Source: an optimization exercise on an open RTL-to-GDS flow (aim: small area and a short achievable clock period). Production flows keep margins and buffers that such runs may drop.
Where RTL was checked, it was by simulation tests only, not by an equivalence proof against the original.
The RTL of runs 5 to 8 was laid out without a check of its function.
Power and IR drop assume default switching activity.

[design/flow/design.v]
module fir_filter (
   input  logic               clk,
   input  logic               rst,
   input  logic signed [15:0] inp,
   output logic signed [39:0] outp
);
   logic signed [15:0] line [16];
   logic signed [16:0] d;
   logic        [23:0] gs, gc;
   logic        [23:0] ys, yc;
   logic signed [23:0] y;
   logic        [3:0]  cnt;     
   logic               v13;     
   logic        [23:0] x_e, d16_e, nt14_e;
   logic        [23:0] gs1, gc1, gs2, gc2, gs3, gc3;
   logic        [23:0] ys1, yc1, ys2, yc2, ys3, yc3;
   always_comb begin
      x_e    = {{8{inp[15]}}, inp};
      d16_e  = {{3{d[16]}}, d, 4'd0};
      nt14_e = ~{{8{line[14][15]}}, line[14]};    
      gs1 = gs ^ gc ^ d16_e;
      gc1 = ((gs & gc) | (gs & d16_e) | (gc & d16_e)) << 1;
      gs2 = gs1 ^ gc1 ^ nt14_e;
      gc2 = (((gs1 & gc1) | (gs1 & nt14_e) | (gc1 & nt14_e)) << 1) | 24'd1;
      gs3 = gs2 ^ gc2 ^ x_e;
      gc3 = ((gs2 & gc2) | (gs2 & x_e) | (gc2 & x_e)) << 1;
      ys1 = ys ^ yc ^ gs;
      yc1 = ((ys & yc) | (ys & gs) | (yc & gs)) << 1;
      ys2 = ys1 ^ yc1 ^ gc;
      yc2 = ((ys1 & yc1) | (ys1 & gc) | (yc1 & gc)) << 1;
      ys3 = ys2 ^ yc2 ^ x_e;
      yc3 = ((ys2 & yc2) | (ys2 & x_e) | (yc2 & x_e)) << 1;
   end
   always_ff @(posedge clk) begin
      for (int k = 1; k < 14; k++) line[k] <= line[k-1];
      if (rst) begin
         line[0]  <= 16'sd0;
         line[14] <= 16'sd0;
         line[15] <= 16'sd0;
         d        <= 17'sd0;
         gs       <= 24'd0;
         gc       <= 24'd0;
         ys       <= 24'd0;
         yc       <= 24'd0;
         y        <= 24'sd0;
         cnt      <= 4'd0;
         v13      <= 1'b0;
      end else begin
         line[0]  <= inp;
         line[14] <= v13 ? line[13] : 16'sd0;
         line[15] <= line[14];
         d        <= 17'(line[14]) - 17'(v13 ? line[13] : 16'sd0);
         gs       <= gs3;
         gc       <= gc3;
         ys       <= ys3;
         yc       <= yc3;
         y        <= ys + yc;
         if (cnt != 4'd15) cnt <= cnt + 4'd1;
         v13      <= (cnt >= 4'd12);
      end
   end
   assign outp = 40'(y);
endmodule
[design/flow/run.sh]
#!/bin/bash
# synth_recipe.tcl (not shown) runs the flow's synth.tcl, then flattens the netlist and writes it again
# the make line also repeats each setting of config.mk as NAME=value (left out here)
make -C /OpenROAD-flow-scripts/flow DESIGN_CONFIG=/design/flow/config.mk WORK_HOME=/design/flow/orfs CLKGATE_MAP_FILE= SYNTH_SCRIPT=/design/flow/synth_recipe.tcl finish
[design/flow/config.mk]
export PLATFORM = sky130hd
export DESIGN_NAME = fir_filter
export DESIGN_NICKNAME = fir_filter
export VERILOG_FILES = /design/flow/design.v
export SDC_FILE = /design/flow/constraint.sdc
export NUM_CORES = 4
export LEC_CHECK = 0
export CAP_MARGIN = 20
export CORE_MARGIN = 2
export CORE_UTILIZATION = 40
export CTS_BUF_LIST = sky130_fd_sc_hd__clkbuf_16
export CTS_CLUSTER_DIAMETER = 80
export CTS_CLUSTER_SIZE = 24
export SETUP_SLACK_MARGIN = 3.9
export SLEW_MARGIN = 20
[design/flow/constraint.sdc]
create_clock -name core_clock -period 6.0 [get_ports {clk}]
set_input_delay 1.2000 -clock core_clock [delete_from_list [all_inputs] [get_ports {clk}]]
set_output_delay 1.2000 -clock core_clock [all_outputs]
set_load 0.01 [all_outputs]
==> results of run 1 <==
through the flow:
| step | utilization | area, um2 | hold WS (ps) |
|---|---|---|---|
| final | 0.469 | 16100 | 322 |
| after global placement | 0.432 | 14800 | 310 |
| after CTS | 0.457 | 15700 | 327 |
| after detailed placement | 0.432 | 14800 | 312 |
| after global routing | 0.469 | 16100 | 331 |
| after floorplan | - | 13900 | 310 |
cell type report:
| type | count | share of cell area |
|---|---|---|
| multi-input combinational | 600 | 0.371 |
| sequential | 380 | 0.480 |
| clock inverter | 4 | 0.00124 |
| clock buffer | 19 | 0.0296 |
| inverter | 145 | 0.0343 |
| tap | 455 | 0.0354 |
| timing repair buffer | 89 | 0.0484 |
cell usage after synthesis (2+ instances only):
cell type / instances / area, um2
o21a_1: 6 / 45.0
nand2b_1: 6 / 37.5
xor2_1: 13 / 114
fa_1: 129 / 2580
a21oi_1: 30 / 150
o21bai_1: 4 / 30.0
o31a_1: 3 / 26.3
dfxtp_1: 380 / 7610
nor2_1: 175 / 657
xnor2_1: 21 / 184
a21o_1: 9 / 67.6
o21ai_0: 11 / 55.1
nor2b_1: 16 / 100
a211oi_1: 11 / 82.6
ha_1: 48 / 601
nor3_1: 14 / 70.1
nand4_1: 5 / 31.3
mux2i_1: 3 / 30.0
buf_4: 18 / 135
mux2_1: 5 / 56.3
inv_1: 145 / 544
o21ai_1: 14 / 70.1
o211ai_1: 4 / 30.0
nand2_1: 39 / 146
a21boi_1: 2 / 15.0
nand3_1: 6 / 30.0
clkbuf_1: 19 / 71.3
o31ai_1: 2 / 15.0
buf_2: 2 / 10.0
or3_1: 4 / 25.0
worst paths after layout:
path	startpoint	end	depth (start not counted)
max	y[23]$_SDFF_PP0_	outp[28]	2
min	line[3][12]$_DFF_P_	line[4][12]$_DFF_P_	0
max reg2reg	v13$_SDFF_PP0_	d[15]$_SDFF_PP0_	9
min reg2reg	line[3][12]$_DFF_P_	line[4][12]$_DFF_P_	0
what timing repair did:
item | 4_1_cts | 5_1_grt
endpoints found under the hold margin | 0 | 0
endpoints found under the setup margin | 160 | 101
hold buffers | 0 | 0
buffers inserted | 19 | 12
gates cloned | 0 | 0
pin swaps | 48 | 73
resized for setup | 264 | 93
state kept, by name, indices dropped and copies added (netlist names):
name / count
d: 17
v13: 1
cnt: 4
line: 240
yc: 23
gs: 24
ys: 24
y: 24
gc: 23
report_power, final:
group          internal, mW  switching [mW]  total [mW]
Combinational          1.44            1.58        3.02
Sequential             2.98           0.281        3.26
Clock                 0.574           0.732        1.31
routing by layer:
layer,track usage,vias to the layer above,share of wire
met1,0.169,3668,0.46
met4,0.0242,0,0.016
met2,0.231,86,0.49
met3,0.0177,22,0.030
li1,-,3713,-
met5,0,-,0
critical path: cells and delay by family (launching register included):
| kind | cells | cell delay, ps |
|---|---|---|
| DFF | 1 | 370 |
| buffers and inverters | 2 | 260 |
kinds of logic after synthesis:
kind of cell | count (synthesis)
multiplexers | 9
AO/OA/AOI/OAI | 104
flip-flops | 380
XOR/XNOR | 34
adder cells (fa/ha/maj) | 177
buffers and inverters | 185
AND/OR/NAND/NOR | 276
cells in the final DEF (no fill, tap or decap), types with 10 or more instances in the layout:
cell type | netlist | routed
nor2b_1 | 16 | 15
nor2_1 | 175 | 173
dfxtp_1 | 380 | 324
clkbuf_16 | 0 | 19
clkdlybuf4s50_1 | 0 | 15
buf_6 | 0 | 21
a21oi_1 | 30 | 23
xor2_1 | 13 | 13
nand2_1 | 39 | 28
buf_4 | 18 | 21
o21ai_1 | 14 | 10
dfxtp_4 | 0 | 15
fa_1 | 129 | 122
buf_2 | 2 | 26
dfxtp_2 | 0 | 41
ha_1 | 48 | 25
ha_4 | 0 | 17
inv_1 | 145 | 137
o21ai_0 | 11 | 10
xnor2_1 | 21 | 20
nor3_1 | 14 | 12
==> qor.yml, run 1 <==
path_class: "flop to output port"
drive_above_1_share: 0.196
finalSetupViolations: 0
critPathSlowestCell: "dfxtp_4"
multi_input_comb_area_um2: 5970
finalPower_mw: 7.59
synthXorXnorAreaFrac: 0.0216
htreeDepth: 1
cts_tree: "yes"
rsz0062_at_grt: "yes"
syn_nets: 1360
synth_ff_type: "dfxtp_1"
yosys.area_share.simple: 0.0859
yosysSeqAreaShare: 0.551
regArea_um2: 7710
fin_crit_ps: 2340
hold_path_class: "flop to flop"
peakVddDrop_uv: 266
fill_cells: 3127
cts_sinks: 380
wire_per_inst_um: 13.2
final_cells: 1692
grt_use_total: 0.129
die_h_um: 190
viasPerCell: 4.43
diodes: 0
r2r_slack_ps: 3700
slew_headroom: 0.627
fin_nets: 1430
yosysWarnings: 2
drc: 0
cts_buffers: 19
worstMarginPinSlew_ps: 560
drtPass1Iterations: 4
cp.required_ps: 4800
synth_edf_count: 0
fin_skew_ps: 12.5
critPathLaunchType: "flop"
core-area_um2: 34300
die_x_um: 190
path_cells: "buf_12 -> buf_4"
cts.path.max_buffers: 3
async_reset_ff_frac: 0
antenna_found_initial: 0
clk-insertion-delay-late_ps: 520
cp_slowest_stage_delay_ps: 370
drv_cap: 0
portBuffers: 57
overflow: 0
vias: 7489
dp_hpwl_um: 15900
synth_top_family_by_area: "adder cells"
critPathCaptureType: "output port"
power-per-cell-area_nw_per_um2: 472
cts-root-buf: "clkbuf_16"
initial_core_util: 0.403
synthCells: 1165
grt_pass1_wl_um: 38200
gp_congestion: 0.766
drt-initial-drc-count: 255
grt_pass1_vias: 7906
synthAdderAreaFrac: 0.231
synth_cell_types: 51
fmax_ghz: 0.427
setup_ws_ps: 3660
placed_cells: 1638
p_leak_nw: 6.82
muxShareOfSynthArea: 0.00707
worstPathArrival_ps: 1140
clk_pin_slew_ps: 100
row_count: 68
crit_path_max_fanout: 9
drv_slew: 0
fin_setup_tns_ps: 0
preCtsSetupSlack_ps: 2890
synth-seq-cells: 380
ios: 58
syn_area_um2: 13800
postRouteAntennaNets: 0
hold_violations: 0
wirelength_um: 22400
grt_max_degree: 123
die_area_um2: 36000
area_growth_pct: 16.5
syn_avg_cell_area_um2: 11.9
synth-compound-area-share: 0.0487
status: "no timing/DRC/antenna violations"
post-route-period-util: 0.390
==> run 2, diff against run 1 <==
--- a/design/flow/config.mk
+++ b/design/flow/config.mk
@@ -12,4 +12,4 @@
 export CTS_CLUSTER_DIAMETER = 80
 export CTS_CLUSTER_SIZE = 24
-export SETUP_SLACK_MARGIN = 3.9
+export SETUP_SLACK_MARGIN = 3.6
 export SLEW_MARGIN = 20
==> run 2 against run 1 <==
Effect of this change:
- design area shrank 3.2%
- flip-flop and latch count is the same
- synthesized area is the same
- largest cell class unchanged
- power shrank 0.74%
- worst hold slack gained 6.0 ps
- critical path depth is the same
- maximum frequency shrank 4.2%
- sequential power shrank 2%
- clock-buffer cell count grew 1
- largest power group unchanged
==> qor.yml, run 2 <==
wire_per_inst_um: 13.4  # +1.4%
post-route-period-util: 0.408  # +0.0172
reg2reg_from: "yc[1]$_SDFF_PP0_"
critPathLaunchType: "flop"
drt-initial-drc-count: 364  # +43%
multi_input_comb_area_um2: 5670  # -5.1%
drtPass1Iterations: 4  # unchanged
die_area_um2: 36000  # unchanged
drc: 0  # unchanged
critPathLaunch: "y[23]$_SDFF_PP0_"
crit_path_max_fanout: 8  # -1
gp_congestion: 0.825  # +7.6%
grt_max_degree: 129  # +4.9%
clk-insertion-delay-late_ps: 530  # about the same
critPathCaptureType: "output port"
final_common_cell: "dfxtp_1"
synth_most_common_cell: "dfxtp_1"
ios: 58  # unchanged
fin_area_um2: 15600  # -3.2%
worstPathArrival_ps: 1250  # +110 ps
synth_edf_count: 0  # unchanged
top_register: "line"
async_reset_ff_frac: 0  # unchanged
status: "no timing/DRC/antenna violations"
fin_util: 0.454  # -0.0152
rsz0062_at_grt: "yes"
drive_above_1_share: 0.0764  # -0.119
finalSetupViolations: 0  # unchanged
synth.top_cells.by_area: "dfxtp_1 (55%), fa_1 (19%), nor2_1 (4.8%)"
cts-root-buf: "clkbuf_16"
synth-seq-cells: 380  # unchanged
vias: 7437  # -0.69%
sw_frac_of_total: 0.343  # +0.00198
pwr-share-clk: 0.191  # +0.019
overflow: 0  # unchanged
hold_depth: 0  # unchanged
fin_skew_ps: 17.5  # +5.05 ps
syn_avg_cell_area_um2: 11.9  # unchanged
postCtsHoldBufs: 0  # unchanged
synth_ff_type: "dfxtp_1"
preCtsSetupSlack_ps: 2770  # -120 ps
power-per-cell-area_nw_per_um2: 484  # +2.6%
synthCells: 1165  # unchanged
setup_ws_ps: 3550  # -103 ps
cts_tree: "yes"
fill_cells: 3160  # +1.1%
diodes: 0  # unchanged
syn_area_um2: 13800  # unchanged
drv_slew: 0  # unchanged
dp_hpwl_um: 16100  # +1.5%
fin_setup_tns_ps: 0  # unchanged
cts_sinks: 380  # unchanged
postRouteAntennaNets: 0  # unchanged
grt_use_total: 0.129  # about the same
cts_buffers: 20  # +1
grt_pass1_vias: 7715  # -2.4%
synth_cell_types: 51  # unchanged
fin_crit_ps: 2450  # +103 ps
wirelength_um: 22400  # +0.18%
hold_path_class: "flop to flop"
r2r_slack_ps: 3680  # -20 ps
placed_area_um2: 14700  # -0.46%
synth_top_area_share: 0.551  # unchanged
p_int_mw: 4.95  # -1.0%
row_count: 68  # unchanged
drv_cap: 0  # unchanged
layout_common_cells: "dfxtp_1 (375), nor2_1 (175), inv_1 (144), fa_1 (128)"
rr_endpoint: "y[15]$_SDFF_PP0_"
yosysTopAreaCell: "dfxtp_1"
cp.required_ps: 4800  # about the same
die_h_um: 190  # unchanged
pwr-share-comb: 0.385  # -0.013
portBuffers: 57  # unchanged
regArea_um2: 7620  # -1.2%
syn_nets: 1360  # unchanged
power.switching_mw: 2.59  # -0.16%
area_growth_pct: 12.7
peakVddDrop_uv: 262  # -1.4%
cts.path.max_buffers: 3  # unchanged
yosysSeqAreaShare: 0.551  # unchanged
largest_reg_flops: 240  # unchanged
antenna_found_initial: 0  # unchanged
worstMarginPinSlew_ps: 846  # +286 ps
path_class: "flop to output port"
finalPower_mw: 7.53  # -0.74%
synth_common_cells: "dfxtp_1 (380), nor2_1 (175), inv_1 (145)"
core-area_um2: 34300  # unchanged
hold_violations: 0  # unchanged
htreeDepth: 1  # unchanged
fmax_ghz: 0.409  # -4.2%
yosysWarnings: 2  # unchanged
initial_core_util: 0.403  # unchanged
clk_pin_slew_ps: 100  # about the same
hold_end: "line[13][15]$_DFF_P_"
hp-start: "line[12][15]$_DFF_P_"
p_leak_nw: 6.67  # -2.2%
fin_nets: 1409  # -1.5%
viasPerCell: 4.45  # +0.49%
reg2reg_depth: 8  # -1
die_x_um: 190  # unchanged
pwr-share-seq: 0.425  # -0.005
grt_pass1_wl_um: 37600  # -1.6%
slew_headroom: 0.436  # -0.191
==> run 2: cell counts after synthesis <==
No cell type changed its count.
==> run 2: routing by layer <==
| metal | track usage | part of all wire | up-vias |
|---|---|---|---|
| met4 | 0.0364 | 0.028 | 0 |
| li1 | - | - | 3670 |
| met1 | 0.178 | 0.48 | 3627 |
| met2 | 0.214 | 0.45 | 107 |
| met3 | 0.0181 | 0.038 | 33 |
| met5 | 0 | 0 | - |
==> run 2: cells by family (layout without fill, tap and decap cells) <==
logic type,after synthesis,in the layout,synth area share
adders and majority gates,177,177,0.231
muxes,9,9,0.00707
AOI/OAI and AO/OA,104,104,0.0487
xor gates and xnor gates,34,34,0.0216
buffers and inverters,185,237,0.0554
DFF,380,380,0.551
and+or+nand+nor,276,276,0.0859
==> run 2: worst max-delay path, stage by stage, from the launching register on <==
cell and delay, ps:
dfxtp_4 350, buf_4 150, clkdlybuf4s15_1 230
==> run 2: how the worst max path moves through the flow <==
stage | cells past startpoint | slack (ps) | to
detailed placement | 4 | 2770 | ys[22]$_SDFF_PP0_
finish | 2 | 3550 | outp[25]
floorplan | 3 | 3600 | gs[15]$_SDFF_PP0_
CTS | 2 | 3470 | outp[25]
global placement | 4 | 2780 | gs[15]$_SDFF_PP0_
global route | 2 | 3500 | outp[25]
==> run 2: cell type report <==
class / instances / share of cell area
clock buffer: 20 / 0.0322
clock inverter: 5 / 0.00498
inverter: 145 / 0.0352
multi-input combinational: 600 / 0.364
sequential: 380 / 0.490
tap: 455 / 0.0366
timing repair buffer: 67 / 0.0370
==> run 2: power groups by stage <==
stage / clock network [mW] / logic (mW) / registers (mW)
after floorplan: 0 / 2.19 / 3.23
after global placement: 0 / 2.83 / 3.27
after detailed placement: 0 / 2.94 / 3.27
after CTS: 1.49 / 2.94 / 3.21
after global routing: 1.58 / 3.45 / 3.26
final: 1.44 / 2.90 / 3.20
==> run 2: through the flow <==
| stage | hold WS [ps] | std cells |
|---|---|---|
| after floorplan | 310 | 1165 |
| after global placement | 310 | 1638 |
| after detailed placement | 312 | 1638 |
| after CTS | 329 | 1669 |
| after global routing | 334 | 1672 |
| final | 328 | 1672 |
==> run 2: what timing repair did <==
item | in CTS | in global routing
gates resized for setup | 90 | 48
endpoints found under the hold margin | 0 | 0
setup endpoints to repair | 96 | 32
setup buffers | 6 | 3
pin swaps | 2 | 10
==> run 3, diff against run 2 <==
--- a/design/flow/config.mk
+++ b/design/flow/config.mk
@@ -9,7 +9,3 @@
 export CORE_MARGIN = 2
 export CORE_UTILIZATION = 40
-export CTS_BUF_LIST = sky130_fd_sc_hd__clkbuf_16
-export CTS_CLUSTER_DIAMETER = 80
-export CTS_CLUSTER_SIZE = 24
-export SETUP_SLACK_MARGIN = 3.6
 export SLEW_MARGIN = 20
==> run 3 against run 2 <==
Effect of this change:
- critical path type unchanged
- synthesized area unchanged
- utilization up 1.6 points
- largest cell class unchanged
- clock-buffer cell count grew 31
- global-route usage is 0.38 points higher
==> qor.yml, run 3 <==
status: "no timing/DRC/antenna violations"
grt_pass1_vias: 7873  # +2.0%
drc: 0  # unchanged
htreeDepth: 2  # +1
fin_crit_ps: 2920  # +474 ps
post-route-period-util: 0.487  # +0.0789
synth_edf_count: 0  # unchanged
core-area_um2: 34300  # unchanged
yosysSeqAreaShare: 0.551  # unchanged
cp_slowest_stage_delay_ps: 620  # +270 ps
power.switching_mw: 2.73  # +5.4%
drv_slew: 0  # unchanged
power-per-cell-area_nw_per_um2: 533  # +10%
vias: 7548  # +1.5%
pwr-share-comb: 0.335  # -0.050
cts-root-buf: "clkbuf_16"
critPathLaunchType: "flop"
finalSetupViolations: 0  # unchanged
die_area_um2: 36000  # unchanged
clk-insertion-delay-late_ps: 520  # about the same
cp.required_ps: 4800  # about the same
cts.path.max_buffers: 3  # unchanged
clk_pin_slew_ps: 60  # -40 ps
grt_max_degree: 86  # -33%
diodes: 0  # unchanged
slew_headroom: 0.433  # -0.00340
final_common_cell: "dfxtp_1"
synth_common_cells: "dfxtp_1 (380), nor2_1 (175), inv_1 (145)"
top_register: "line"
cts_sinks: 380  # unchanged
grt_use_total: 0.133  # +0.00383
synth_cell_types: 51  # unchanged
initial_core_util: 0.403  # unchanged
synth_most_common_cell: "dfxtp_1"
async_reset_ff_frac: 0  # unchanged
antenna_found_initial: 0  # unchanged
cts_tree: "yes"
hold_path_class: "flop to flop"
wire_per_inst_um: 13.2  # -1.7%
fin_skew_ps: 10.7  # -6.78 ps
gp_congestion: 0.775  # -6.0%
synth.top_cells.by_area: "dfxtp_1 (55%), fa_1 (19%), nor2_1 (4.8%)"
layout_common_cells: "dfxtp_1 (380), nor2_1 (175), inv_1 (145), fa_1 (129), clkdlybuf4s50_1 (56)"
drv_cap: 0  # unchanged
critPathCaptureType: "output port"
hold_violations: 0  # unchanged
path_cells: "clkdlybuf4s50_1"
p_leak_nw: 6.86  # +2.9%
finalPower_mw: 8.59  # +14%
pwr-share-seq: 0.374  # -0.051
dp_hpwl_um: 16400  # +1.6%
crit_path_max_fanout: 17  # +9
largest_reg_flops: 240  # unchanged
syn_area_um2: 13800  # unchanged
area_growth_pct: 16.7
synthCells: 1165  # unchanged
fill_cells: 3077  # -2.6%
overflow: 0  # unchanged
peakVddDrop_uv: 287  # +9.6%
ios: 58  # unchanged
syn_avg_cell_area_um2: 11.9  # unchanged
synth_ff_type: "dfxtp_1"
worstMarginPinSlew_ps: 844  # -2.11 ps
portBuffers: 57  # unchanged
row_count: 68  # unchanged
drive_above_1_share: 0.0590  # -0.0174
cts_buffers: 39  # +95%
cts_setup_buffers: 0  # -6
path_class: "flop to output port"
yosysWarnings: 2  # unchanged
critPathSlowestCell: "clkdlybuf4s50_1"
critPathTopFamily: "buffers and inverters"
drtPass1Iterations: 4  # unchanged
pwr-share-clk: 0.291  # +0.100
cp_num_buf_inv: 1  # -1
cts_resized: 0  # -100%
grt_pass1_wl_um: 38700  # +2.8%
yosysTopAreaCell: "dfxtp_1"
syn_nets: 1360  # unchanged
wirelength_um: 22500  # +0.51%
fin_setup_tns_ps: 0  # unchanged
die_x_um: 190  # unchanged
drt-initial-drc-count: 356  # -2.2%
rsz0062_at_grt: "no"
fmax_ghz: 0.343  # -16%
fin_nets: 1421  # +0.85%
synth-seq-cells: 380  # unchanged
worstPathArrival_ps: 1720  # +470 ps
postRouteAntennaNets: 0  # unchanged
viasPerCell: 4.42  # -0.70%
postCtsHoldBufs: 0  # unchanged
p_int_mw: 5.86  # +19%
die_h_um: 190  # unchanged
sw_frac_of_total: 0.317  # -0.0259
synth_top_area_share: 0.551  # unchanged
run 3: cell counts after synthesis:
No cell type changed its count.
run 3: area by class of cell:
cell class / count / area (um2) / share of cell area
multi-input combinational: 600 / 5440 / 0.337
clock buffer: 51 / 1080 / 0.0671
timing repair buffer: 60 / 594 / 0.0369
inverter: 145 / 544 / 0.0338
sequential: 380 / 7610 / 0.472
clock inverter: 18 / 279 / 0.0173
tap: 455 / 569 / 0.0353
run 3: metrics by stage:
stage / util / hold slack, ps / cells / setup WS [ps] / instance area [um2]
4_1_cts: 0.470 / 324 / 1709 / 3030 / 16100
5_1_grt: 0.470 / 325 / 1709 / 2950 / 16100
3_5_place_dp: 0.430 / 312 / 1640 / 3160 / 14800
6_report: 0.470 / 322 / 1709 / 3080 / 16100
2_1_floorplan: - / 310 / 1165 / 3440 / 13800
3_3_place_gp: 0.430 / 310 / 1640 / 3170 / 14800
run 3: kinds of logic after synthesis:
| logic type | synth area share |
|---|---|
| compound gates | 0.0487 |
| fa+ha+maj | 0.231 |
| simple gates | 0.0859 |
| mux | 0.00707 |
| xor+xnor | 0.0216 |
| flops | 0.551 |
| buf+inv | 0.0554 |
run 3: final timing paths:
path                                     startpoint                  end  slack (ps)  cells past startpoint
worst max-delay path               y[23]$_SDFF_PP0_             outp[29]        3080                      1
worst max register to register       v13$_SDFF_PP0_     d[15]$_SDFF_PP0_        3250                      8
worst min-delay path            line[11][0]$_DFF_P_  line[12][0]$_DFF_P_         320                      0
worst min register to register  line[11][0]$_DFF_P_  line[12][0]$_DFF_P_         320                      0
run 3: metal layers:
layer / vias up / share of wire / global-route usage
li1: 3728 / - / -
met1: 3643 / 0.47 / 0.179
met2: 147 / 0.46 / 0.221
met3: 30 / 0.044 / 0.0245
met4: 0 / 0.021 / 0.0388
met5: - / 0 / 0
run 3: worst register-to-register path: cells and delay by family (launching register included):
family | cells | cell delay [ps]
mux | 1 | 300
compound gates | 4 | 1010
fa+ha+maj | 1 | 310
simple gates | 2 | 320
flops | 1 | 700
run 3: power by group through the flow:
stage | clock (mW) | combinational, mW | sequential [mW]
finish | 2.50 | 2.88 | 3.21
global route | 2.67 | 3.43 | 3.27
CTS | 2.57 | 2.94 | 3.23
detailed placement | 0 | 2.91 | 3.28
global placement | 0 | 2.80 | 3.27
floorplan | 0 | 2.17 | 3.23
==> run 4, diff against run 3 <==
==> design/flow/flow/run.sh (new file) <==
#!/bin/bash
# The standard layout, with plain buffers on the ports and timing repair
# free to resize across cell footprints.
set -e
bash standard.sh MATCH_CELL_FOOTPRINT=0 "BUFFER_PORTS_ARGS=-buffer_cell sky130_fd_sc_hd__buf_4" finish > standard.log 2>&1
==> design/flow/standard.sh (new file) <==
#!/bin/bash
# synth_recipe.tcl (not shown) runs the flow's synth.tcl, then flattens the netlist and writes it again
# the make line also repeats each setting of config.mk as NAME=value (left out here)
make -C /OpenROAD-flow-scripts/flow DESIGN_CONFIG=/design/flow/config.mk WORK_HOME=/design/flow/orfs CLKGATE_MAP_FILE= SYNTH_SCRIPT=/design/flow/synth_recipe.tcl "${@:-finish}"
--- a/design/flow/config.mk
+++ b/design/flow/config.mk
@@ -9,3 +9,7 @@
 export CORE_MARGIN = 2
 export CORE_UTILIZATION = 40
+export CTS_BUF_LIST = sky130_fd_sc_hd__clkbuf_16
+export CTS_CLUSTER_DIAMETER = 80
+export CTS_CLUSTER_SIZE = 24
+export SETUP_SLACK_MARGIN = 3.9
 export SLEW_MARGIN = 20
removed: design/flow/run.sh
==> run 4 against run 3 <==
Effect of this change:
- first-iteration DRC count decreased by 18%
- sequential power is 2% higher
- utilization about the same
- combinational power is 6% higher
- global-route usage shrank 0.49 points
- power shrank 10%
- maximum frequency grew 26%
- flip-flop and latch count stayed put
- largest cell class unchanged
==> qor.yml, run 4 <==
p_leak_nw: 6.82  # -0.72%
clk-insertion-delay-late_ps: 530  # about the same
cp_num_buf_inv: 0  # -1
critPathCaptureType: "flop"
hold_end: "line[12][6]$_DFF_P_"
overflow: 0  # unchanged
yosysWarnings: 2  # unchanged
synth_common_cells: "dfxtp_1 (380), nor2_1 (175), inv_1 (145)"
cts-root-buf: "clkbuf_16"
path_cells: "nand2_4 -> ha_4 -> nor2b_4 -> o31a_1 -> o31a_1 -> o211ai_1 -> o21a_1 -> mux2_4"
rr_endpoint: "d[15]$_SDFF_PP0_"
critPathSlowestCell: "dfxtp_4"
cp.required_ps: 6420  # +1620 ps
power.switching_mw: 2.64  # -3.1%
drv_cap: 0  # unchanged
synthCells: 1165  # unchanged
reg2reg_depth: 8  # unchanged
dp_hpwl_um: 15700  # -4.4%
yosysTopAreaCell: "dfxtp_1"
gp_congestion: 0.770  # -0.62%
worstPathArrival_ps: 2750  # +1030 ps
initial_core_util: 0.403  # unchanged
pwr-share-clk: 0.181  # -0.110
hold_path_class: "flop to flop"
hp-start: "line[11][6]$_DFF_P_"
status: "no timing/DRC/antenna violations"
grt_use_total: 0.128  # -0.00489
wire_per_inst_um: 13.2  # about the same
finalSetupViolations: 0  # unchanged
grt_max_degree: 119  # +38%
placed_cells: 1638  # -0.12%
fin_skew_ps: 18.0  # +7.32 ps
grt_pass1_vias: 7835  # -0.48%
crit_path_max_fanout: 5  # -12
path_class: "flop to flop"
fin_setup_tns_ps: 0  # unchanged
rsz0062_at_grt: "yes"
synth_cell_types: 51  # unchanged
hold_depth: 0  # unchanged
finalPower_mw: 7.73  # -10%
area_growth_pct: 16.8  # about the same
clk_pin_slew_ps: 100  # +40 ps
synth_edf_count: 0  # unchanged
viasPerCell: 4.46  # +0.87%
antenna_found_initial: 0  # unchanged
cts.path.max_buffers: 3  # unchanged
postRouteAntennaNets: 0  # unchanged
synth.top_cells.by_area: "dfxtp_1 (55%), fa_1 (19%), nor2_1 (4.8%)"
post-route-period-util: 0.387  # -0.0997
fin_nets: 1427  # +0.42%
hold_violations: 0  # unchanged
portBuffers: 57  # unchanged
fill_cells: 3071  # -0.19%
critPathTopFamily: "compound AO/OA/AOI/OAI gates"
drive_above_1_share: 0.208  # +0.149
synth_top_area_share: 0.551  # unchanged
cts_tree: "yes"
htreeDepth: 1  # -1
slew_headroom: 0.498  # +0.0649
r2r_slack_ps: 3680  # +430 ps
fin_crit_ps: 2320  # -598 ps
top_register: "line"
cp_slowest_stage_delay_ps: 440  # -180 ps
synth_ff_type: "dfxtp_1"
peakVddDrop_uv: 236  # -18%
syn_area_um2: 13800  # unchanged
final_cells: 1690  # -1.1%
diodes: 0  # unchanged
row_count: 68  # unchanged
cts_buffers: 20  # -49%
drc: 0  # unchanged
p_int_mw: 5.09  # -13%
synth_most_common_cell: "dfxtp_1"
final_common_cell: "dfxtp_1"
yosysSeqAreaShare: 0.551  # unchanged
drv_slew: 0  # unchanged
ios: 58  # unchanged
power-per-cell-area_nw_per_um2: 479  # -10%
die_h_um: 190  # unchanged
sw_frac_of_total: 0.342  # +0.0245
largest_reg_flops: 240  # unchanged
die_x_um: 190  # unchanged
wirelength_um: 22300  # -1.1%
pwr-share-comb: 0.394  # +0.059
syn_avg_cell_area_um2: 11.9  # unchanged
reg2reg_from: "v13$_SDFF_PP0_"
synth-seq-cells: 380  # unchanged
worstMarginPinSlew_ps: 754  # -90.1 ps
fmax_ghz: 0.431  # +26%
die_area_um2: 36000  # unchanged
layout_common_cells: "dfxtp_1 (313), nor2_1 (174), inv_1 (141), fa_1 (118), buf_4 (54)"
cp_common_cell: "o31a_1"
holdWs_ps: 325  # +3.67 ps
drtPass1Iterations: 4  # unchanged
core-area_um2: 34300  # unchanged
pwr-share-seq: 0.425  # +0.051
grt_pass1_wl_um: 37800  # -2.3%
syn_nets: 1360  # unchanged
async_reset_ff_frac: 0  # unchanged
drt-initial-drc-count: 292  # -18%
cts_sinks: 380  # unchanged
postCtsHoldBufs: 0  # unchanged
vias: 7529  # -0.25%
critPathLaunchType: "flop"
==> run 4: cell counts after synthesis <==
Identical to the previous run, type by type.
==> run 4: through the flow <==
| step | setup slack (ps) | area (um2) | util |
|---|---|---|---|
| after floorplan | 3740 | 13900 | - |
| after detailed placement | 3120 | 14700 | 0.428 |
| after global routing | 3620 | 16100 | 0.470 |
| final | 3680 | 16100 | 0.470 |
| after CTS | 3660 | 15800 | 0.460 |
| after global placement | 3160 | 14700 | 0.428 |
==> run 4: kinds of logic after synthesis <==
group,Yosys count,synth area share
flip-flops,380,0.551
AND/OR/NAND/NOR,276,0.0859
buffers and inverters,185,0.0554
adder cells (fa/ha/maj),177,0.231
AO/OA/AOI/OAI,104,0.0487
XOR/XNOR,34,0.0216
multiplexers,9,0.00707
==> run 4: how the worst max path moves through the flow <==
| stage | from | to | cells past startpoint | slack (ps) |
|---|---|---|---|---|
| global route | y[23]$_SDFF_PP0_ | outp[27] | 1 | 3620 |
| finish | v13$_SDFF_PP0_ | d[15]$_SDFF_PP0_ | 8 | 3680 |
| detailed placement | rst | cnt[2]$_SDFFE_PP0P_ | 3 | 3120 |
| CTS | y[23]$_SDFF_PP0_ | outp[26] | 1 | 3660 |
| floorplan | inp[15] | ys[15]$_SDFF_PP0_ | 3 | 3740 |
| global placement | rst | y[4]$_SDFF_PP0_ | 3 | 3160 |
==> run 4: metal layers <==
metal  part of all wire  GRT usage  vias up
met3              0.032     0.0190       37
met2               0.48      0.222      100
met1               0.47      0.171     3684
met4              0.021     0.0286        0
li1                   -          -     3708
met5                  0          0        -
==> run 4: cell type report <==
class	count	area [um2]	share of cell area
Clock inverter	5	53.8	0.00334
Timing Repair Buffer	85	798	0.0495
Sequential cell	380	7730	0.479
Inverter	145	552	0.0342
Clock buffer	20	500	0.0310
Multi-Input combinational cell	600	5920	0.367
Tap cell	455	569	0.0353
==> run 4: repair_timing <==
| action | CTS | global route |
|---|---|---|
| buffers inserted | 15 | 11 |
| pin swaps | 45 | 38 |
| cloned | 0 | 1 |
| endpoints found under the setup margin | 144 | 141 |
| gates resized for setup | 116 | 73 |
==> run 4: power groups by stage <==
| stage | Sequential, mW | Combinational, mW | Clock (mW) |
|---|---|---|---|
| 2_1_floorplan | 3.24 | 2.21 | 0 |
| 3_3_place_gp | 3.28 | 2.83 | 0 |
| 3_5_place_dp | 3.29 | 2.91 | 0 |
| 4_1_cts | 3.28 | 3.05 | 1.45 |
| 5_1_grt | 3.34 | 3.59 | 1.55 |
| 6_report | 3.28 | 3.05 | 1.40 |
==> run 5, diff against run 4 <==
==> design/flow/design.v (replaced) <==
module fir_filter (
   input  logic               clk,
   input  logic               rst,
   input  logic signed [15:0] inp,
   output logic signed [39:0] outp
);
   logic signed [15:0] line [16];
   logic signed [20:0] kc;
   logic signed [20:0] g;
   logic signed [23:0] y;
   logic        [3:0]  cnt;     
   logic               v13;     
   always_ff @(posedge clk) begin
      for (int k = 1; k < 14; k++) line[k] <= line[k-1];
      if (rst) begin
         line[0]  <= 16'sd0;
         line[14] <= 16'sd0;
         line[15] <= 16'sd0;
         kc       <= 21'sd0;
         g        <= 21'sd0;
         y        <= 24'sd0;
         cnt      <= 4'd0;
         v13      <= 1'b0;
      end else begin
         line[0]  <= inp;
         line[14] <= v13 ? line[13] : 16'sd0;
         line[15] <= line[14];
         kc       <= (21'(line[15]) <<< 4) - (21'(line[14]) <<< 4) - 21'(line[14]);
         g        <= g + 21'(line[0]) + kc;
         y        <= y + 24'(g) + 24'(line[0]);
         if (cnt != 4'd15) cnt <= cnt + 4'd1;
         v13      <= (cnt >= 4'd12);
      end
   end
   assign outp = 40'(y);
endmodule
==> design/flow/run.sh (new file) <==
#!/bin/bash
# synth_recipe.tcl (not shown) runs the flow's synth.tcl, then flattens the netlist and writes it again
# the make line also repeats each setting of config.mk as NAME=value (left out here)
make -C /OpenROAD-flow-scripts/flow DESIGN_CONFIG=/design/flow/config.mk WORK_HOME=/design/flow/orfs CLKGATE_MAP_FILE= SYNTH_SCRIPT=/design/flow/synth_recipe.tcl finish
--- a/design/flow/config.mk
+++ b/design/flow/config.mk
@@ -9,7 +9,4 @@
 export CORE_MARGIN = 2
 export CORE_UTILIZATION = 40
-export CTS_BUF_LIST = sky130_fd_sc_hd__clkbuf_16
-export CTS_CLUSTER_DIAMETER = 80
-export CTS_CLUSTER_SIZE = 24
-export SETUP_SLACK_MARGIN = 3.9
+export SETUP_SLACK_MARGIN = 3.5
 export SLEW_MARGIN = 20
removed: design/flow/flow/run.sh
removed: design/flow/standard.sh
==> run 5 against run 4 <==
Effect of this change:
- maximum frequency shrank 21%
- die area shrank 15%
- sequential share of layout area shrank 3.1 points
- power shrank 23%
- setup slack lost 610 ps
- critical path depth grew 3
- critical path type unchanged
- still clean on timing, DRC and antenna
- first-iteration DRC count grew 15%
==> qor.yml, run 5 <==
clk_pin_slew_ps: 60  # -40 ps
die_x_um: 175  # -7.9%
syn_nets: 1120  # -18%
initial_core_util: 0.406  # +0.00365
synth_ff_type: "dfxtp_1"
layout_common_cells: "dfxtp_1 (301), nor2_1 (94), fa_1 (54), buf_4 (42), dlygate4sd2_1 (40)"
grt_pass1_vias: 7232  # -7.7%
hold_violations: 0  # unchanged
rsz0062_at_grt: "yes"
postRouteAntennaNets: 0  # unchanged
grt.met1_usage: 0.190  # +0.0188
fin_skew_ps: 10.2  # -7.80 ps
yosysTopAreaCell: "dfxtp_1"
drt-initial-drc-count: 336  # +15%
overflow: 0  # unchanged
status: "no timing/DRC/antenna violations"
portBuffers: 57  # unchanged
fin_nets: 1227  # -14%
grt_max_degree: 69  # -42%
hold_depth: 0  # unchanged
path_class: "flop to flop"
synth_common_cells: "dfxtp_1 (326), nor2_1 (94), ha_1 (63)"
row_count: 62  # -8.8%
syn_avg_cell_area_um2: 11.9  # +0.52%
gp_congestion: 0.806  # +4.6%
gr-usage-met3: 0.0259  # +0.00689
async_reset_ff_frac: 0  # unchanged
multi_input_comb_area_um2: 5440  # -8.1%
ios: 58  # unchanged
peakVddDrop_uv: 286  # +21%
grt_use_total: 0.142  # +0.0134
finalSetupViolations: 0  # unchanged
finalPower_mw: 5.94  # -23%
hold_path_class: "flop to flop"
post-route-period-util: 0.489  # +0.102
yosysWarnings: 2  # unchanged
cts.path.max_buffers: 3  # unchanged
largest_reg_flops: 256  # +6.7%
die_area_um2: 30500  # -15%
diodes: 0  # unchanged
vias: 7057  # -6.3%
fin_crit_ps: 2930  # +611 ps
syn_area_um2: 11700  # -16%
fin_util: 0.510  # +0.0398
reg_top3: "line x256, y x24, g x21"
cts_sinks: 326  # -14%
drv_cap: 0  # unchanged
cts-root-buf: "clkbuf_16"
worstMarginPinSlew_ps: 781  # +27.3 ps
die_h_um: 175  # -7.9%
met2_usage: 0.232  # +0.0106
yosysSeqAreaShare: 0.560  # +0.00861
reg2reg_depth: 11  # +3
power-per-cell-area_nw_per_um2: 405  # -15%
cts_buffers: 34  # +70%
synth_top_area_share: 0.560  # +0.00861
busiest_layer: "met2"
area_growth_pct: 25.5
grt_pass1_wl_um: 35200  # -6.7%
synth_cell_types: 67  # +31%
fin_setup_tns_ps: 0  # unchanged
dp_hpwl_um: 13900  # -11%
drv_slew: 0  # unchanged
core-area_um2: 28700  # -16%
wirelength_um: 21500  # -3.8%
htreeDepth: 2  # +1
crit_path_max_fanout: 3  # -2
synth_most_common_cell: "dfxtp_1"
synth_edf_count: 0  # unchanged
slew_headroom: 0.479  # -0.0182
synthCells: 979  # -16%
p_leak_nw: 6.25  # -8.3%
antenna_found_initial: 0  # unchanged
synth.top_cells.by_area: "dfxtp_1 (56%), fa_1 (10%), ha_1 (6.8%)"
cp.required_ps: 6380  # -40 ps
fill_cells: 2530  # -18%
final_common_cell: "dfxtp_1"
top_register: "line"
fmax_ghz: 0.341  # -21%
clk-insertion-delay-late_ps: 500  # -30 ps
synth-seq-cells: 326  # -14%
drive_above_1_share: 0.228  # +0.0196
critPathLaunchType: "flop"
cts_tree: "yes"
holdWs_ps: 319  # -5.79 ps
worstPathArrival_ps: 3310  # +560 ps
critPathCaptureType: "flop"
drc: 0  # unchanged
drtPass1Iterations: 4  # unchanged
regArea_um2: 6570  # -15%
wire_per_inst_um: 14.4  # +8.8%
viasPerCell: 4.72  # +6.0%
run 5: cell count changes in the layout (fill, tap and decap cells not counted), sizes merged, moves of 10 or more:
cell / previous run / this run
inv: 145 / 39
nor2: 175 / 94
fa: 129 / 60
dfxtp: 380 / 326
dlygate4sd2: 0 / 40
buf: 84 / 51
clkbuf: 21 / 47
and2: 2 / 23
a21o: 9 / 25
clkdlybuf4s50: 0 / 16
a21oi: 31 / 46
ha: 48 / 63
nor2b: 16 / 30
o21ai: 25 / 35
run 5: layout make-up:
| class | instances | share of cell area |
|---|---|---|
| flip-flops and latches | 326 | 0.448 |
| multi-input cells | 581 | 0.372 |
| clock buffers | 47 | 0.0656 |
| repair buffers | 107 | 0.0633 |
| well taps | 384 | 0.0328 |
| inverters | 36 | 0.00957 |
| clock inverters | 14 | 0.00863 |
run 5: per-stage QoR:
stage	cell area [um2]	worst slack, ps	std cells
floorplan	11800	3170	979
CTS	14300	3070	1477
detailed placement	12600	2970	1385
finish	14600	3070	1495
global placement	12600	3000	1385
global route	14600	2970	1495
run 5: where the power goes:
part	leakage, nW	total (mW)	switching, mW	internal, mW
sequential	2.71	2.49	0.135	2.35
clock	0.530	2.01	0.832	1.18
combinational	3.01	1.44	0.755	0.684
total	6.25	5.94	1.72	4.21
run 5: routing by layer:
metal / vias up / wire length (um)
li1: 3511 / -
met1: 3377 / 10400
met2: 129 / 9800
met3: 40 / 798
met4: 0 / 457
met5: - / 0
run 5: kinds of logic after synthesis:
logic type      after synthesis  share of synthesized area
flops                       326                      0.560
simple gates                231                     0.0983
compound gates              180                      0.104
fa+ha+maj                   123                      0.171
buf+inv                      72                     0.0310
xor+xnor                     40                     0.0300
mux                           7                    0.00676
run 5: what timing repair did:
action,in CTS,in global routing
resized for setup,127,54
hold buffers,0,0
pin swaps,66,45
setup endpoints to repair,72,37
setup buffers,31,18
gates cloned,0,0
run 5: path summary, 6_finish.rpt:
kind / start / to / slack [ps]
worst min register to register: line[4][5]$_DFF_P_ / line[5][5]$_DFF_P_ / 320
worst max register to register: y[1]$_SDFF_PP0_ / y[21]$_SDFF_PP0_ / 3070
worst min-delay path: line[4][5]$_DFF_P_ / line[5][5]$_DFF_P_ / 320
worst max-delay path: y[1]$_SDFF_PP0_ / y[21]$_SDFF_PP0_ / 3070
run 5: critical path: stages (launching register included):
cell,delay (ps)
dfxtp_2,330
fa_1,580
ha_4,170
inv_2,40
fa_2,370
nor2b_4,130
o31ai_2,80
a211o_1,280
a21o_1,210
a21boi_2,150
o31a_1,170
mux2_4,290
==> run 6, diff against run 5 <==
--- a/design/flow/config.mk
+++ b/design/flow/config.mk
@@ -9,4 +9,3 @@
 export CORE_MARGIN = 2
 export CORE_UTILIZATION = 40
-export SETUP_SLACK_MARGIN = 3.5
 export SLEW_MARGIN = 20
==> run 6 against run 5 <==
Effect of this change:
- critical endpoint unchanged
- utilization is 3.7 points lower
- clock-buffer cell count down 7
- largest power group unchanged
- sequential power barely moved
- still clean on timing, DRC and antenna
==> qor.yml, run 6 <==
finalSetupViolations: 0  # unchanged
reg2reg_from: "line[0][15]$_SDFF_PP0_"
clk-insertion-delay-late_ps: 560  # +60 ps
worstMarginPinSlew_ps: 817  # +36.2 ps
synth_cell_types: 67  # unchanged
synthCells: 979  # unchanged
grt_use_total: 0.130  # -0.0112
gp_congestion: 0.812  # +0.79%
layout_common_cells: "dfxtp_1 (326), nor2_1 (94), ha_1 (63), fa_1 (60), clkdlybuf4s50_1 (56)"
fin_area_um2: 13600  # -7.2%
fmax_ghz: 0.305  # -11%
holdWs_ps: 320  # +0.121 ps
fin_skew_ps: 12.1  # +1.82 ps
ios: 58  # unchanged
postCtsHoldBufs: 0  # unchanged
critPathSlowestCell: "dfxtp_1"
yosysSeqAreaShare: 0.560  # unchanged
pwr-share-seq: 0.424  # +0.005
overflow: 0  # unchanged
drtPass1Iterations: 7  # +3
postRouteAntennaNets: 0  # unchanged
largest_reg_flops: 256  # unchanged
peakVddDrop_uv: 318  # +11%
synth_top_area_share: 0.560  # unchanged
critPathTopFamily: "compound AO/OA/AOI/OAI gates"
diodes: 0  # unchanged
placed_area_um2: 12500  # -0.87%
fin_setup_tns_ps: 0  # unchanged
area_growth_pct: 16.5
slew_headroom: 0.454  # -0.0249
cp.required_ps: 6450  # +70 ps
cts-root-buf: "clkbuf_16"
reg_top3: "line x256, y x24, g x21"
vias: 6677  # -5.4%
drt-initial-drc-count: 290  # -14%
fin_crit_ps: 3280  # +346 ps
p_int_mw: 4.21  # about the same
synth_common_cells: "dfxtp_1 (326), nor2_1 (94), ha_1 (63)"
wire_per_inst_um: 13.5  # -6.3%
p_leak_nw: 5.77  # -7.6%
cts.path.max_buffers: 3  # unchanged
finalPower_mw: 5.86  # -1.3%
syn_area_um2: 11700  # unchanged
power.switching_mw: 1.65  # -4.3%
cts_tree: "yes"
die_x_um: 175  # unchanged
die_h_um: 175  # unchanged
cts_sinks: 326  # unchanged
drv_cap: 0  # unchanged
critPathCaptureType: "flop"
fill_cells: 2679  # +5.9%
fin_nets: 1175  # -4.2%
cts_resized: 0  # -100%
critPathLaunch: "line[0][15]$_SDFF_PP0_"
yosysTopAreaCell: "dfxtp_1"
synth-seq-cells: 326  # unchanged
synth_edf_count: 0  # unchanged
portBuffers: 57  # unchanged
r2r_slack_ps: 2720  # -350 ps
path_class: "flop to flop"
reg2reg_depth: 8  # -3
cp_slowest_stage_delay_ps: 850  # +270 ps
initial_core_util: 0.406  # unchanged
die_area_um2: 30500  # unchanged
dp_hpwl_um: 13600  # -2.0%
drive_above_1_share: 0.0709  # -0.157
async_reset_ff_frac: 0  # unchanged
worstPathArrival_ps: 3720  # +410 ps
synth_most_common_cell: "dfxtp_1"
hold_violations: 0  # unchanged
pwr-share-comb: 0.232  # -0.011
path_cells: "fa_1 -> ha_1 -> a21o_1 -> a21o_1 -> o21a_1 -> o21a_1 -> o31a_1 -> mux2_4"
power-per-cell-area_nw_per_um2: 431  # +6.4%
wirelength_um: 19400  # -9.6%
synth_ff_type: "dfxtp_1"
synth.top_cells.by_area: "dfxtp_1 (56%), fa_1 (10%), ha_1 (6.8%)"
syn_nets: 1120  # unchanged
critPathLaunchType: "flop"
status: "no timing/DRC/antenna violations"
top_register: "line"
yosysWarnings: 2  # unchanged
sw_frac_of_total: 0.281  # -0.00892
hold_path_class: "flop to flop"
cts_setup_buffers: 0  # -100%
path_depth: 8  # -3
crit_path_max_fanout: 15  # +12
grt_pass1_wl_um: 32900  # -6.5%
rsz0062_at_grt: "no"
drv_slew: 0  # unchanged
grt_pass1_vias: 6695  # -7.4%
syn_avg_cell_area_um2: 11.9  # unchanged
grt_max_degree: 66  # -4.3%
fin_util: 0.473  # -0.0368
clk_pin_slew_ps: 60  # about the same
setup.worst_path.end: "y[21]$_SDFF_PP0_"
final_common_cell: "dfxtp_1"
pwr-share-clk: 0.344  # +0.005
cp_num_buf_inv: 0  # -1
row_count: 62  # unchanged
rr_endpoint: "y[21]$_SDFF_PP0_"
htreeDepth: 1  # -1
hp-start: "line[2][10]$_DFF_P_"
drc: 0  # unchanged
viasPerCell: 4.63  # -1.9%
antenna_found_initial: 0  # unchanged
cts_buffers: 31  # -8.8%
post-route-period-util: 0.546  # +0.0576
core-area_um2: 28700  # unchanged
run 6: metrics by stage:
step | std cells | setup WS (ps)
after floorplan | 979 | 2990
after global placement | 1385 | 2770
after detailed placement | 1385 | 2710
after CTS | 1442 | 2710
after global routing | 1442 | 2590
final | 1442 | 2720
run 6: kinds of logic after synthesis:
kind of cell,after synthesis,share of synthesized area
mux,7,0.00676
xor+xnor,40,0.0300
fa+ha+maj,123,0.171
compound gates,180,0.104
buf+inv,72,0.0310
simple gates,231,0.0983
flops,326,0.560
run 6: cell type report:
class                   count  area, um2  area share
clock buffers              40        870      0.0640
repair buffers             58        576      0.0424
clock inverters            17        219      0.0161
well taps                 384        480      0.0354
inverters                  36        135     0.00995
multi-input cells         581       4780       0.352
flip-flops and latches    326       6530       0.480
run 6: how the worst min path moves through the flow:
stage / to / cells past startpoint
global placement: line[7][7]$_DFF_P_ / 0
detailed placement: line[12][10]$_DFF_P_ / 0
global route: line[8][8]$_DFF_P_ / 0
floorplan: line[10][0]$_DFF_P_ / 0
finish: line[3][10]$_DFF_P_ / 0
CTS: line[3][9]$_DFF_P_ / 0
run 6: routing by layer:
layer | global-route usage | wire, um | up-vias | part of all wire
met5 | 0 | 0 | - | 0
met4 | 0.0399 | 378 | 0 | 0.019
met3 | 0.0209 | 695 | 27 | 0.036
met2 | 0.203 | 8350 | 108 | 0.43
met1 | 0.187 | 9980 | 3142 | 0.51
li1 | - | - | 3400 | -
run 6: power by group through the flow:
stage	registers, mW	logic [mW]	clock network (mW)
after floorplan	2.53	0.970	0
after global placement	2.54	1.35	0
after detailed placement	2.54	1.35	0
after CTS	2.49	1.37	2.07
after global routing	2.51	1.53	2.17
final	2.49	1.36	2.02
==> run 7, diff against run 6 <==
--- a/design/flow/config.mk
+++ b/design/flow/config.mk
@@ -9,3 +9,7 @@
 export CORE_MARGIN = 2
 export CORE_UTILIZATION = 40
+export CTS_BUF_LIST = sky130_fd_sc_hd__clkbuf_16
+export CTS_CLUSTER_DIAMETER = 80
+export CTS_CLUSTER_SIZE = 24
+export SETUP_SLACK_MARGIN = 3.5
 export SLEW_MARGIN = 20
==> run 7 against run 6 <==
Effect of this change:
- still clean
- maximum frequency increased by 11%
- clock-buffer cell count fell by 22
- largest power group unchanged
- critical path depth up 3
- cell count up 0.97%
- via count increased by 3.1%
- global-route usage grew 0.60 points
- synthesized cell count did not move
- clock power decreased by 37%
==> qor.yml, run 7 <==
worstPathArrival_ps: 3350  # -370 ps
postCtsHoldBufs: 0  # unchanged
yosysTopAreaCell: "dfxtp_1"
status: "no timing/DRC/antenna violations"
area_growth_pct: 21.6
synth_most_common_cell: "dfxtp_1"
final_common_cell: "dfxtp_1"
drtPass1Iterations: 5  # -2
fin_crit_ps: 2960  # -314 ps
cts-root-buf: "clkbuf_16"
clk_pin_slew_ps: 90  # +30 ps
rsz0062_at_grt: "yes"
cts.path.max_buffers: 3  # unchanged
dp_hpwl_um: 13900  # +2.1%
synth_top_area_share: 0.560  # unchanged
drt-initial-drc-count: 308  # +6.2%
grt_pass1_wl_um: 34300  # +4.1%
fin_setup_tns_ps: 0  # unchanged
drc: 0  # unchanged
largest_reg_flops: 256  # unchanged
fill_cells: 2567  # -4.2%
gp_congestion: 0.806  # -0.79%
viasPerCell: 4.73  # +2.1%
htreeDepth: 1  # unchanged
hold_violations: 0  # unchanged
fin_nets: 1209  # +2.9%
final_cells: 1456  # +0.97%
peakVddDrop_uv: 308  # -3.0%
grt_use_total: 0.136  # +0.00596
yosysSeqAreaShare: 0.560  # unchanged
synth_ff_type: "dfxtp_1"
layout_common_cells: "dfxtp_1 (283), nor2_1 (94), fa_1 (55), buf_4 (44), ha_1 (41)"
grt_max_degree: 69  # +4.5%
syn_area_um2: 11700  # unchanged
critPathCaptureType: "flop"
power-per-cell-area_nw_per_um2: 370  # -14%
row_count: 62  # unchanged
drv_cap: 0  # unchanged
async_reset_ff_frac: 0  # unchanged
crit_path_max_fanout: 3  # -12
synth_cell_types: 67  # unchanged
synth.top_cells.by_area: "dfxtp_1 (56%), fa_1 (10%), ha_1 (6.8%)"
wire_per_inst_um: 14.2  # +5.5%
drv_slew: 0  # unchanged
die_h_um: 175  # unchanged
worstMarginPinSlew_ps: 770  # -47.3 ps
placed_cells: 1385  # unchanged
cts_sinks: 326  # unchanged
postRouteAntennaNets: 0  # unchanged
yosysWarnings: 2  # unchanged
portBuffers: 57  # unchanged
antenna_found_initial: 0  # unchanged
vias: 6883  # +3.1%
fin_skew_ps: 33.8  # +21.7 ps
synth_edf_count: 0  # unchanged
wirelength_um: 20700  # +6.5%
drive_above_1_share: 0.222  # +0.151
fmax_ghz: 0.337  # +11%
die_x_um: 175  # unchanged
path_class: "flop to flop"
p_leak_nw: 6.17  # +6.9%
overflow: 0  # unchanged
slew_headroom: 0.487  # +0.0323
syn_nets: 1120  # unchanged
reg_top3: "line x256, y x24, g x21"
hold_path_class: "flop to flop"
post-route-period-util: 0.494  # -0.0523
finalSetupViolations: 0  # unchanged
cts_tree: "yes"
top_register: "line"
clk-insertion-delay-late_ps: 520  # -40 ps
synth_common_cells: "dfxtp_1 (326), nor2_1 (94), ha_1 (63)"
cts_buffers: 18  # -42%
holdWs_ps: 317  # -2.45 ps
critPathLaunchType: "flop"
synth-seq-cells: 326  # unchanged
die_area_um2: 30500  # unchanged
ios: 58  # unchanged
synthCells: 979  # unchanged
diodes: 0  # unchanged
grt_pass1_vias: 6942  # +3.7%
initial_core_util: 0.406  # unchanged
core-area_um2: 28700  # unchanged
cp.required_ps: 6390  # -60 ps
syn_avg_cell_area_um2: 11.9  # unchanged
## run 7: cell counts after synthesis
Identical to the previous run, type by type.
## run 7: worst paths after layout
check,from,slack (ps),endpoint,cells past startpoint
setup / recovery,y[1]$_SDFF_PP0_,3040,y[21]$_SDFF_PP0_,11
hold / removal,line[3][15]$_DFF_P_,320,line[4][15]$_DFF_P_,0
setup reg to reg,y[1]$_SDFF_PP0_,3040,y[21]$_SDFF_PP0_,11
hold reg to reg,line[3][15]$_DFF_P_,320,line[4][15]$_DFF_P_,0
## run 7: cell families after synthesis
| group | count (synthesis) | share of synthesized area |
|---|---|---|
| fa+ha+maj | 123 | 0.171 |
| flops | 326 | 0.560 |
| mux | 7 | 0.00676 |
| compound gates | 180 | 0.104 |
| simple gates | 231 | 0.0983 |
| buf+inv | 72 | 0.0310 |
| xor+xnor | 40 | 0.0300 |
## run 7: what timing repair did
action | in CTS | in global routing
endpoints found under the setup margin | 71 | 54
resized for setup | 123 | 81
setup buffers | 31 | 16
pin swaps | 69 | 38
## run 7: layer usage
layer	track usage	vias to the layer above	share of wire
li1	-	3451	-
met1	0.191	3298	0.49
met2	0.225	103	0.46
met3	0.0172	31	0.030
met4	0.0330	0	0.020
met5	0	-	0
## run 7: layout make-up
cell class / count / area [um2] / share of cell area
Clock buffer: 18 / 450 / 0.0318
Clock inverter: 6 / 90.1 / 0.00635
Inverter: 36 / 145 / 0.0102
Multi-Input combinational cell: 581 / 5470 / 0.386
Sequential cell: 326 / 6590 / 0.465
Tap cell: 384 / 480 / 0.0339
Timing Repair Buffer: 105 / 946 / 0.0667
## run 7: power breakdown
part | internal [mW] | switching (mW)
Sequential | 2.35 | 0.132
Combinational | 0.712 | 0.769
Clock | 0.601 | 0.682
Total | 3.67 | 1.58
## run 7: critical path, stage by stage (launching register included)
cell,delay (ps)
dfxtp_2,340
fa_1,580
ha_4,170
inv_2,40
fa_2,370
nor2b_4,150
o31ai_4,70
a211o_1,280
a21o_1,210
a21boi_2,150
o31a_1,170
mux2_4,290
## run 7: stage by stage
step           power (mW)  instance area [um2]  setup WS [ps]  utilization
2_1_floorplan        3.50                11800           3170            -
3_3_place_gp         3.89                12600           3000        0.439
3_5_place_dp         3.89                12600           2970        0.439
4_1_cts              5.23                13800           3040        0.480
5_1_grt              5.58                14200           2920        0.494
6_report             5.25                14200           3040        0.494
==> run 8, diff against run 7 <==
--- a/design/flow/config.mk
+++ b/design/flow/config.mk
@@ -9,7 +9,7 @@
 export CORE_MARGIN = 2
 export CORE_UTILIZATION = 40
-export CTS_BUF_LIST = sky130_fd_sc_hd__clkbuf_16
-export CTS_CLUSTER_DIAMETER = 80
-export CTS_CLUSTER_SIZE = 24
+export CTS_BUF_LIST = sky130_fd_sc_hd__clkbuf_8
+export CTS_CLUSTER_DIAMETER = 50
+export CTS_CLUSTER_SIZE = 12
 export SETUP_SLACK_MARGIN = 3.5
 export SLEW_MARGIN = 20
==> run 8 against run 7 <==
Effect of this change:
- still clean on timing, DRC and antenna
- non-clock buffer count fell by 6
- design area rose by 0.87%
- clock-buffer cell count rose by 22
- sequential share of layout area fell by 0.47 points
- die area did not move
- clock power rose by 16%
- clock skew fell by 2.9 ps
- first-iteration DRC count fell by 7.8%
- cell count rose by 1.6%
- wire length rose by 2.9%
- via count rose by 1.7%
- largest cell class unchanged
==> qor.yml, run 8 <==
finalSetupViolations: 0  # unchanged
diodes: 0  # unchanged
gp_congestion: 0.806  # unchanged
hold_violations: 0  # unchanged
cp_slowest_stage_delay_ps: 570  # about the same
crit_path_max_fanout: 3  # unchanged
fin_util: 0.498  # +0.00432
drv_cap: 0  # unchanged
cp.required_ps: 6410  # +20 ps
layout_common_cells: "dfxtp_1 (287), nor2_1 (94), fa_1 (56), ha_1 (40), clkbuf_8 (40)"
synth_edf_count: 0  # unchanged
grt_max_degree: 69  # unchanged
die_x_um: 175  # unchanged
synthCells: 979  # unchanged
overflow: 0  # unchanged
fin_setup_tns_ps: 0  # unchanged
postCtsHoldBufs: 0  # unchanged
clk-insertion-delay-late_ps: 550  # +30 ps
synth_most_common_cell: "dfxtp_1"
initial_core_util: 0.406  # unchanged
syn_area_um2: 11700  # unchanged
dp_hpwl_um: 13900  # unchanged
cts_sinks: 326  # unchanged
cts_tree: "yes"
vias: 7001  # +1.7%
async_reset_ff_frac: 0  # unchanged
viasPerCell: 4.73  # +0.13%
multi_input_comb_area_um2: 5470  # about the same
grt_pass1_vias: 7085  # +2.1%
drc: 0  # unchanged
final_common_cell: "dfxtp_1"
worstPathArrival_ps: 3360  # about the same
status: "no timing/DRC/antenna violations"
hold_end: "line[11][9]$_DFF_P_"
fin_crit_ps: 2950  # -17.9 ps
syn_nets: 1120  # unchanged
fmax_ghz: 0.339  # +0.61%
peakVddDrop_uv: 278  # -9.7%
wire_per_inst_um: 14.4  # +1.3%
largest_reg_flops: 256  # unchanged
synth-seq-cells: 326  # unchanged
antenna_found_initial: 0  # unchanged
critPathLaunchType: "flop"
reg_top3: "line x256, y x24, g x21"
top_register: "line"
cts-root-buf: "clkbuf_8"
synth_ff_type: "dfxtp_1"
hold_depth: 0  # unchanged
area_growth_pct: 22.6
worstMarginPinSlew_ps: 787  # +16.8 ps
core-area_um2: 28700  # unchanged
yosysTopAreaCell: "dfxtp_1"
die_area_um2: 30500  # unchanged
r2r_slack_ps: 3050  # +20 ps
yosysSeqAreaShare: 0.560  # unchanged
synth_top_area_share: 0.560  # unchanged
clk_pin_slew_ps: 80  # about the same
p_leak_nw: 6.26  # +1.5%
rr_endpoint: "y[21]$_SDFF_PP0_"
ios: 58  # unchanged
synth.top_cells.by_area: "dfxtp_1 (56%), fa_1 (10%), ha_1 (6.8%)"
cp_num_buf_inv: 1  # unchanged
slew_headroom: 0.476  # -0.0112
critPathTopFamily: "adder cells"
hold_path_class: "flop to flop"
synth_common_cells: "dfxtp_1 (326), nor2_1 (94), ha_1 (63)"
portBuffers: 57  # unchanged
grt_pass1_wl_um: 35000  # +2.1%
fill_cells: 2573  # +0.23%
postRouteAntennaNets: 0  # unchanged
critPathSlowestCell: "fa_1"
path_cells: "fa_1 -> ha_4 -> inv_2 -> fa_2 -> nor2b_4 -> o31ai_2 -> a211o_1 -> a21o_1 -> a21boi_2 -> o31a_1 -> mux2_4"
post-route-period-util: 0.491  # -0.00298
drive_above_1_share: 0.230  # +0.00812
cts.path.max_buffers: 3  # unchanged
drtPass1Iterations: 4  # -1
final_cells: 1479  # +1.6%
fin_skew_ps: 30.8  # -2.94 ps
synth_cell_types: 67  # unchanged
row_count: 62  # unchanged
regArea_um2: 6580  # -0.15%
grt_use_total: 0.141  # +0.00434
htreeDepth: 2  # +1
path_class: "flop to flop"
fin_nets: 1222  # +1.1%
critPathCaptureType: "flop"
wirelength_um: 21300  # +2.9%
die_h_um: 175  # unchanged
drt-initial-drc-count: 284  # -7.8%
drv_slew: 0  # unchanged
yosysWarnings: 2  # unchanged
syn_avg_cell_area_um2: 11.9  # unchanged
reg2reg_depth: 11  # unchanged
reg2reg_from: "y[1]$_SDFF_PP0_"
cts_buffers: 37  # +19
placed_cells: 1385  # unchanged
hp-start: "line[10][9]$_DFF_P_"
rsz0062_at_grt: "yes"
power-per-cell-area_nw_per_um2: 382  # +3.3%
==> run 8: cell counts after synthesis <==
No cell type changed its count.
==> run 8: cell type report <==
| class | count | area share |
|---|---|---|
| clock buffers | 40 | 0.0385 |
| clock inverters | 13 | 0.0113 |
| inverters | 36 | 0.00962 |
| multi-input cells | 581 | 0.383 |
| flip-flops and latches | 326 | 0.460 |
| well taps | 384 | 0.0336 |
| repair buffers | 99 | 0.0641 |
==> run 8: worst max-delay path by stage <==
stage / startpoint / slack [ps] / depth (start not counted) / endpoint
after floorplan: line[0][1]$_SDFF_PP0_ / 3170 / 11 / y[21]$_SDFF_PP0_
after global placement: line[0][1]$_SDFF_PP0_ / 3000 / 11 / y[21]$_SDFF_PP0_
after detailed placement: line[0][1]$_SDFF_PP0_ / 2970 / 11 / y[21]$_SDFF_PP0_
after CTS: y[1]$_SDFF_PP0_ / 3040 / 11 / y[21]$_SDFF_PP0_
after global routing: kc[1]$_SDFF_PP0_ / 2940 / 10 / g[13]$_SDFF_PP0_
final: y[1]$_SDFF_PP0_ / 3050 / 11 / y[21]$_SDFF_PP0_
==> run 8: worst reg2reg max path, cell delays in order, from the launching register on <==
cell,delay (ps)
dfxtp_2,340
fa_1,570
ha_4,170
inv_2,40
fa_2,370
nor2b_4,130
o31ai_2,80
a211o_1,280
a21o_1,210
a21boi_2,170
o31a_1,150
mux2_4,290
==> run 8: cells by family (layout without fill, tap and decap cells) <==
group,count (synthesis),count (layout),synth area share
DFF,326,326,0.560
adders and majority gates,123,123,0.171
AOI/OAI and AO/OA,180,180,0.104
xor gates and xnor gates,40,40,0.0300
and+or+nand+nor,231,231,0.0983
muxes,7,7,0.00676
buffers and inverters,72,188,0.0310
==> run 8: power breakdown <==
part           total [mW]  switching (mW)  internal, mW
Sequential           2.48           0.131          2.35
Clock                1.49           0.745         0.748
Combinational        1.49           0.779         0.713
Total                5.47            1.65          3.81
==> run 8: routing by layer <==
metal	vias up	track usage	part of all wire
met2	127	0.227	0.45
met4	0	0.0441	0.019
met5	-	0	0
met3	33	0.0252	0.038
li1	3481	-	-
met1	3360	0.193	0.49
==> run 8: repair_timing <==
item / CTS / global route
gates resized for setup: 116 / 76
endpoints found under the hold margin: 0 / 0
setup endpoints to repair: 73 / 55
setup buffers: 32 / 9
pin swaps: 65 / 23
==> run 8: through the flow <==
step	hold WS (ps)	setup WS [ps]	cell area (um2)	power [mW]
after global placement	310	3000	12600	3.89
final	319	3050	14300	5.47
after detailed placement	312	2970	12600	3.89
after floorplan	310	3170	11800	3.50
after global routing	316	2940	14300	5.82
after CTS	315	3040	13900	5.46

==> port drivers added, routing unchanged <==
The results above use ideal ports. As a check the final layouts listed here were re-extracted and re-timed, cells and wires unchanged.
Step 1 assumes that a clkbuf_16 drives the clock port and a buf_2 every other input.
Step 2 times the ports against the registers' clock, not the clock port: input delays grow and output delays shrink by t, the midpoint of the rising clock arrivals with the driver on.
a / b / c = no drivers / after step 1 / after step 2; a / b = the first two.
run	shift t [ns]	slack for setup (ns)	hold slack, ns	worst slew at a driven data input, ns
run 1	0.554	3.657 / 3.611 / 3.388	0.322 / 0.322 / 0.322	0.06
run 2	0.569	3.554 / 3.506 / 3.197	0.328 / 0.328 / 0.328	0.05
run 3	0.560	3.081 / 3.033 / 3.121	0.322 / 0.322 / 0.322	0.05
run 4	0.573	3.679 / 3.640 / 3.458	0.325 / 0.325 / 0.325	0.05
run 5	0.538	3.068 / 3.068 / 2.995	0.319 / 0.319 / 0.319	0.04
run 6	0.596	2.723 / 2.723 / 2.723	0.320 / 0.320 / 0.320	0.04
run 7	0.550	3.036 / 3.036 / 3.027	0.317 / 0.317 / 0.317	0.04
run 8	0.570	3.054 / 3.054 / 2.985	0.319 / 0.319 / 0.319	0.04
After both steps setup and hold are still met in every run listed. The setup slack of run 2, which loses most, moves by -0.048 ns with the drivers and by -0.357 ns with both steps.
